This design comes from an exercise in tuning for a short achievable clock period and few clock cycles on the open sky130 flow, not from production work.
Only simulation tests tie the RTL to the original design; equivalence was not proved.
No driver is modelled on the clock port, so clock power and skew are understated where the tree is cut down; a real chip needs a root buffer or a tree.

## before
## ahb_master
module ahb_master (
    input  logic                            i_clk,
    input  logic                            i_reset_n,
    input  logic                            i_req_valid,
    input  ahb_master_pkg::ahb_req_t        i_req,
    input  logic                            i_wdata_valid,
    input  ahb_master_pkg::data_t           i_wdata,
    output logic                            o_rdata_valid,
    output ahb_master_pkg::data_t           o_rdata,
    output logic                            o_busy,
    output logic                            o_err,
    output ahb_master_pkg::ahb_addr_phase_t o_ahb,
    output ahb_master_pkg::data_t           o_hwdata,
    input  ahb_master_pkg::data_t           i_hrdata,
    input  logic                            i_hready,
    input  logic                            i_hresp
);
Size in the first run: about 2300 cells after synthesis, about 210 I/O pins, about 33000 um2 of cells after synthesis.
Settings: LEC_CHECK=0, ABC_CLOCK_PERIOD_IN_PS=1500, CAP_MARGIN=20, CORE_MARGIN=2, CORE_UTILIZATION=55, SETUP_SLACK_MARGIN=4.0, SLEW_MARGIN=20; clock period 6.0 ns.
standard.sh (not shown) runs the stock make flow with config.mk's settings and CLKGATE_MAP_FILE= SYNTH_SCRIPT=/design/flow/synth_recipe.tcl, a recipe that flattens the netlist after the stock synthesis.
==> flow/flow/run.sh <==
#!/bin/bash
# The standard layout, except for the clock tree: flow/mycts.tcl builds a
# two-level tree (the clock port feeds 4 root buf_16, each of
# which feeds the buf_12 leaf buffers of its part of the die, each
# leaf feeding at most 20 flip-flops) in place of TritonCTS's
# three-level H-tree. Before that, each flip-flop that drives an output
# port's buffer is moved next to that buffer (legalized by cts.tcl's detailed
# placement). Everything else, synthesis included, is standard.sh.
set -euo pipefail
cd "$(dirname "$0")/.."
export PRE_CTS_TCL="$PWD/flow/mycts.tcl"
bash standard.sh finish > standard.log 2>&1
Other scripts of this flow, unchanged in this note and not shown: flow/flow/mycts.tcl
Testbench counts of before, summed over its fixed seeds: cycles 14,166.
Changes in after relative to before:
--- a/flow/design.v
+++ b/flow/design.v
@@ -52,30 +52,28 @@
     output logic                            o_busy,
     output logic                            o_err,
     output ahb_master_pkg::ahb_addr_phase_t o_ahb,
     output ahb_master_pkg::data_t           o_hwdata,
     input  ahb_master_pkg::data_t           i_hrdata,
     input  logic                            i_hready,
     input  logic                            i_hresp
 );
     localparam int DEPTH = ahb_master_pkg::FIFO_DEPTH;
     ahb_master_pkg::ahb_req_t q0, q1;
     logic       qv0;        
     logic       busy_q;     
-    logic       busy_o;     
     logic       take;
     logic       pop;
-    assign take = i_req_valid && !busy_o;
+    assign take = i_req_valid && !busy_q;
     logic                      xfer_q;     
-    logic                      sb_q;       
     logic [1:0]                bcode_q;    
     logic                      hwrite_q;
     ahb_master_pkg::beat_cnt_t rem_q;      
     logic                      more_q;     
     logic                      rem1_q;     
     logic [31:10]              hi_q;
     logic [9:2]                lo_q;
     logic [1:0]                a10_q;
     logic                      lo_full_q;  
     logic [31:10]              hi_inc_q;   
     logic                      inc_ok_q;   
     logic [31:10]              q0_inc_q;   
@@ -114,31 +112,29 @@
             addr_nx = q0.addr;
         end else if (nx_seq) begin
             addr_nx = {lo_full_q ? hi_inc_q : hi_q, lo_q + 8'd1, a10_q};
         end else begin
             addr_nx = addr_cur;
         end
     end
     assign nx_wr_issue = more_q ? (hwrite_q && nx_seq) : (nx_start && q0.write);
     assign pop         = i_hready && nx_start;
     always_ff @(posedge i_clk or negedge i_reset_n) begin
         if (!i_reset_n) begin
             xfer_q   <= 1'b0;
-            sb_q     <= 1'b0;
             rem_q    <= '0;
             more_q   <= 1'b0;
             rem1_q   <= 1'b0;
         end else if (i_hready) begin
             xfer_q   <= nx_seq || nx_start;
-            sb_q     <= more_q;
             if (nx_start) begin
                 rem_q  <= {hb == 2'd3, hb[1], hb != 2'd0, hb != 2'd0};
                 more_q <= (hb != 2'd0);
                 rem1_q <= 1'b0;
             end else if (nx_seq) begin
                 rem_q  <= rem_q - ahb_master_pkg::beat_cnt_t'(1);
                 more_q <= !rem1_q;
                 rem1_q <= (rem_q == 4'd2);
             end
         end
     end
     always_ff @(posedge i_clk) begin
@@ -173,26 +169,28 @@
     assign hburst_nx = (i_hready && nx_start) ? {hb[1], hb[0], hb != 2'd0}
                                               : {bcode_q[1], bcode_q[0], bcode_q != 2'd0};
     always_ff @(posedge i_clk) begin
         haddr_o  <= i_hready ? addr_nx : addr_cur;
         hburst_o <= hburst_nx;
         hwrite_o <= (i_hready && nx_start) ? q0.write : hwrite_q;
     end
     always_ff @(posedge i_clk or negedge i_reset_n) begin
         if (!i_reset_n) begin
             htrans_o <= ahb_master_pkg::HTRANS_IDLE;
             hlock_o  <= 1'b0;
         end else begin
-            htrans_o <= i_hready ? nx_htrans : ahb_master_pkg::htrans_e'({xfer_q, sb_q});
-            hlock_o  <= i_hready ? (nx_htrans != ahb_master_pkg::HTRANS_IDLE) : (xfer_q || sb_q);
+            if (i_hready) begin
+                htrans_o <= nx_htrans;
+                hlock_o  <= (nx_htrans != ahb_master_pkg::HTRANS_IDLE);
+            end
         end
     end
     always_ff @(posedge i_clk or negedge i_reset_n) begin
         if (!i_reset_n) begin
             qv0    <= 1'b0;
             busy_q <= 1'b0;
         end else begin
             case ({take, pop})
                 2'b10: begin
                     qv0    <= 1'b1;
                     busy_q <= qv0;
                 end
@@ -203,26 +201,31 @@
                 default: ;
             endcase
         end
     end
     always_ff @(posedge i_clk) begin
         if (pop || !qv0) begin
             q0 <= busy_q ? q1 : i_req;
         end
         if (!busy_q) begin
             q1 <= i_req;
         end
     end
-    always_ff @(posedge i_clk) begin
-        busy_o <= (busy_q && !pop) || (qv0 && take && !pop);
+    logic busy_o;
+    always_ff @(posedge i_clk or negedge i_reset_n) begin
+        if (!i_reset_n) begin
+            busy_o <= 1'b0;
+        end else begin
+            busy_o <= (busy_q && !pop) || (qv0 && take && !pop);
+        end
     end
     ahb_master_pkg::data_t mem [DEPTH];
     logic [DEPTH-1:0]      wsel;         
     logic [DEPTH-1:0]      dsel;         
     logic [DEPTH-1:0]      csel;         
     ahb_master_pkg::data_t head_word;
     ahb_master_pkg::data_t cur_word;
     ahb_master_pkg::data_t hwdata_o;
     logic                  wr_acc;       
     logic                  wr_issue;
     logic                  cr_up, cr_dn;
     assign wr_acc   = i_hready && cur_xfer && hwrite_q;
### Flow results
Delta (after minus before): final HPWL from detailed placement went up 1.0%; final cell count went down 1.6%.
Summary of after over before: number of global-route vias before repair shows an increase of 231, latest clock arrival within the worst-skew pair shows no meaningful change, synthesized instance count shows a reduction of 2.3%.
Post-route cell area delta (before -> after): insignificant
As far as sequential share of layout area is concerned, after and before perform about the same.
Wire length delta for after relative to before: about 1.4% lower
Area of the die: after vs before, no meaningful difference
Fmax: after lower than before
Testbench counts of after, summed over its fixed seeds: cycles 14,166.
In every run of this note, the design's own scripts or RTL, not TritonCTS, make the clock network.

afterwards: timing with drivers on the ports:
How much do the figures lean on ideal ports? The routed layouts below were timed once more, with nothing changed but the port constraints.
Step 1, drivers: a clkbuf_16 drives i_clk and a buf_2 each remaining input, both assumed.
Step 2, shift: input delay + t, output delay - t, t = (earliest + latest rising clock arrival at the registers) / 2. This alone moves slack from input paths to output paths.
a / b / c = ideal / step 1 / step 2; a / b = the first two.
| run | t, ns | slack for setup (ns) | hold slack, ns | worst slew at a driven data input, ns |
|---|---|---|---|---|
| before | 0.525 | 3.914 / 3.760 / 3.417 | 0.430 / 0.430 / 0.430 | 0.21 |
| after | 0.521 | 3.899 / 3.742 / 3.452 | 0.448 / 0.448 / 0.448 | 0.24 |
After both steps setup and hold are still met in every run listed. For before, which loses most, drivers alone change the setup slack by -0.154 ns; drivers and shift together by -0.497 ns.
